What follows belongs to an exercise in optimizing a design on an open flow for small area and a short achievable clock period; a production flow would make more cautious choices. Only simulation tests tie the RTL to the original design; equivalence was not proved. Power is estimated from default activity; no workload was simulated.

==> flow/design.v (excerpt) <==
module cfgTop
(
  input  logic                    clk,
  input  logic                    rstN,
  input  logic                    psel,
  input  logic                    penable,
  input  logic                    pwrite,
  input  logic [8-1:0]  paddr,
  input  logic [16-1:0]                pwdata,
  output logic [16-1:0]                     prdata,
  output logic                         pready,
  output logic                         pslverr,
  output logic [10-1:0]         filtsUsed,
  output logic [27-1:0]         incrementConstant,
  output logic [27-1:0]         decayConstant,
  output logic [4-1:0]          gensUsed,
  output logic [4-1:0]          gensEn,
  output logic                         reportTags,
  output logic                         pReset,
  output logic                         sReset,
  output logic                         progValid,
  input  logic                    progReady,
  output logic [4-1:0]          progGenIdx,
  output logic [16-1:0]        progPeriod,
  output logic [16-1:0]        progTicks,
  output logic [11-1:0]           progTag,
  output logic [48-1:0]                         currentTime,
  output logic                         unitTick,
  output logic                         hbPulse
);
  logic [32-1:0][16-1:0] regBank;
  logic [16-1:0]                 chunkData;
  logic                     chunkTake;
  logic                     progValidNext;
  logic [16-1:0]                  unitLen;
  logic [48-1:0]                     timeElapsed;
  logic [48-1:0]                     sendHbEvery;
  logic                     resetTime;
  logic [16-1:0]      unitLenNext;
  logic [48-1:0]      hbEveryNext;
  cfgApbSlave u_slave (
    .clk          (clk),
    .rstN         (rstN),
    .psel         (psel),
    .penable      (penable),
    .pwrite       (pwrite),
    .paddr        (paddr),
    .pwdata       (pwdata),
    .prdata       (prdata),
    .pready       (pready),
    .pslverr      (pslverr),
    .regBank      (regBank),
    .chunkTake    (chunkTake),
    .chunkData    (chunkData),
    .progValid    (progValid),
    .progValidNext (progValidNext),
    .unitLenNext  (unitLenNext),
    .hbEveryNext  (hbEveryNext)
  );
  cfgMapper u_mapper (
    .clk               (clk),
    .rstN              (rstN),
    .regBank           (regBank),
    .filtsUsed         (filtsUsed),
  ...
For scale: about 3000 cells after synthesis, roughly 750 flip-flops, ~0.032 mm2 of cells after synthesis.
clock: 6.0 ns
lec_check: 0
cap_margin: 20
core_margin: 2
core_utilization: 55
setup_slack_margin: 3.4
slew_margin: 20
standard.sh (not shown) runs the stock make flow with config.mk's settings and CLKGATE_MAP_FILE= SYNTH_SCRIPT=/design/flow/synth_recipe.tcl, a recipe that flattens the netlist after the stock synthesis.
==> flow/flow/run.sh <==
#!/bin/bash
# Standard layout, with plain buf_2 cells as the port buffers and a clock
# tree without dummy loads. Each tool's output goes to a log of its own here.
set -euo pipefail
export BUFFER_PORTS_ARGS="-buffer_cell sky130_fd_sc_hd__buf_2"
export CTS_ARGS="-sink_clustering_enable -repair_clock_nets -dont_use_dummy_load -sink_clustering_size 20 -sink_clustering_max_diameter 100"
bash standard.sh synth > make_synth.log 2>&1
bash standard.sh > make_layout.log 2>&1
Change:
--- a/flow/design.v
+++ b/flow/design.v
@@ -60,43 +60,49 @@
   assign rdEn    = setup && !pwrite && regHit;
   function automatic logic [32-1:0] wordSel(input logic [IdxW-1:0] idx);
     logic [3:0] lo;
     logic [7:0] hi;
     for (int j = 0; j < 4; j++) lo[j] = idx[1:0] == 2'(j);
     for (int j = 0; j < 8; j++) hi[j] = idx[4:2] == 3'(j);
     for (int i = 0; i < 32; i++) wordSel[i] = hi[i / 4] && lo[i % 4];
   endfunction
   logic [32-1:0]  rdSel;
   logic [16-1:0] rdData;
+  logic [16-1:0] rdReset;   
+  logic                  resetDoneQ;   
   always_comb begin
     rdSel  = wordSel(paddr[IdxW+1:2]);
     rdData = '0;
+    rdReset = '0;
     for (int i = 0; i < 32; i++) begin
-      rdData = rdData | ({16{rdSel[i]}} & regBank[i] & AsyncMask[i*16 +: 16]) |
-                        ({16{rdSel[i] && holdQ[i]}} & regBank[i] & ~AsyncMask[i*16 +: 16]);
+      rdData = rdData | ({16{rdSel[i]}} & regBank[i]);
+      rdReset = rdReset | ({16{rdSel[i]}} & ResetVals[i*16 +: 16]);
     end
   end
   always_ff @(posedge clk or negedge rstN) begin
     if (!rstN) begin
       accState <= 1'b0;
       pready   <= 1'b0;
       pslverr  <= 1'b0;
       prdata   <= '0;
       wrQ      <= 1'b0;
+      resetDoneQ <= 1'b0;
       progWQ   <= 1'b0;
       wrUnitQ  <= 1'b0;
       wrHbQ    <= '0;
     end else begin
       accState <= nextAcc;
       pready   <= nextAcc && !(pwrite && progHit && progValidNext);
       pslverr  <= setup && errHit;
-      prdata   <= rdData & {16{rdEn}};
+      prdata   <= (rdData & {16{rdEn && resetDoneQ}}) |
+                  (rdReset & {16{rdEn && !resetDoneQ}});
+      resetDoneQ <= 1'b1;
       wrQ      <= setup && pwrite && regHit;
       progWQ   <= nextAcc && pwrite && progHit;
       wrUnitQ  <= setup && pwrite && regHit && (paddr[IdxW+1:2] == IdxW'(7));
       for (int k = 0; k < 3; k++) begin
         wrHbQ[k] <= setup && pwrite && regHit &&
                     (paddr[IdxW+1:2] == IdxW'(11 + k));
       end
     end
   end
   always_ff @(posedge clk) begin
@@ -308,46 +314,49 @@
   endfunction
   function automatic logic [47:0] onesBelow48(input logic [47:0] a);
     logic [47:0] t;
     t = {a[46:0], 1'b1};
     for (int s = 1; s < 48; s = s * 2) begin
       for (int i = 48 - 1; i >= s; i--) t[i] = t[i] & t[i - s];
     end
     onesBelow48 = t;
   endfunction
   logic [16-1:0] unitNext;    
+  logic [48-1:0] hbReg;       
+  logic                hbCleared;   
   logic [48-1:0] hbNext;      
   logic [16-1:0] unitNextD;
-  logic [48-1:0] hbNextD;
   logic                wrap;        
   logic                hbDue;       
   logic                unitClr;
   logic                hbClr;
-  assign hbDue     = geFlat48(hbNext, sendHbEvery);
+  assign hbNext    = hbCleared ? 48'(1) : hbReg;
+  assign hbDue     = hbCleared ? (sendHbEvery[48-1:1] == '0) :
+                                 geFlat48(hbReg, sendHbEvery);
   assign unitClr   = resetTime || wrap;
   assign hbClr     = resetTime || (wrap && hbDue);
   assign unitNextD = unitClr ? 16'(1) : unitNext ^ onesBelow16(unitNext);
-  assign hbNextD   = hbClr ? 48'(1) :
-                     hbNext ^ (onesBelow48(hbNext) & {48{wrap}});
   always_ff @(posedge clk or negedge rstN) begin
     if (!rstN) begin
       unitNext    <= 16'(1);
-      hbNext      <= 48'(1);
+      hbReg       <= 48'(1);
+      hbCleared   <= 1'b1;
       wrap        <= 1'b0;
       currentTime <= '0;
       unitTick    <= 1'b0;
       hbPulse     <= 1'b0;
     end else begin
       unitTick    <= !resetTime && wrap;
       hbPulse     <= !resetTime && wrap && hbDue;
       unitNext    <= unitNextD;
-      hbNext      <= hbNextD;
+      hbCleared   <= hbClr;
+      hbReg       <= hbNext ^ (onesBelow48(hbNext) & {48{wrap}});
       wrap        <= geFlat16(unitNextD, unitLenNext);
       currentTime <= resetTime ? timeElapsed :
                      currentTime ^ (onesBelow48(currentTime) & {48{wrap}});
     end
   end
 endmodule
 `default_nettype wire
 `timescale 1ns/1ps
 `default_nettype none
 module cfgTop
Routed wire length shrinks by 2.5%; via count shrinks by 5.1%; total power shrinks by 3.2%; count of clock-buffer cells in the layout is unchanged; fmax is about the same; setup slack barely changes; die area shrinks by 2.5%; final cell count shrinks by 1.6%; core utilization stays flat; design area shrinks by 3.3%.

[port drivers added, routing unchanged]
In the flow no input, the clock included, has a driving cell. The finished layouts below were timed again as built, in two steps. Step 1: set_driving_cell puts a clkbuf_16 on clk and a buf_2 on each other input, an assumption about the parent block. Step 2 times the ports against the registers' clock, not the clock port: input delays grow and output delays shrink by t, the midpoint of the rising clock arrivals with the driver on. Three values: ideal, step 1, step 2; two values: the first two.
run	t (ns)	setup slack, ns	worst setup path at the end	worst slew at a driven data input, ns
the first run	0.674	3.253 / 3.253 / 2.673	input to register	0.08
the second run	0.676	3.254 / 3.226 / 2.550	input to register	0.09
After both steps every run listed still meets setup and hold. The setup slack of the second run, which loses most, moves by -0.028 ns with the drivers and by -0.704 ns with both steps.
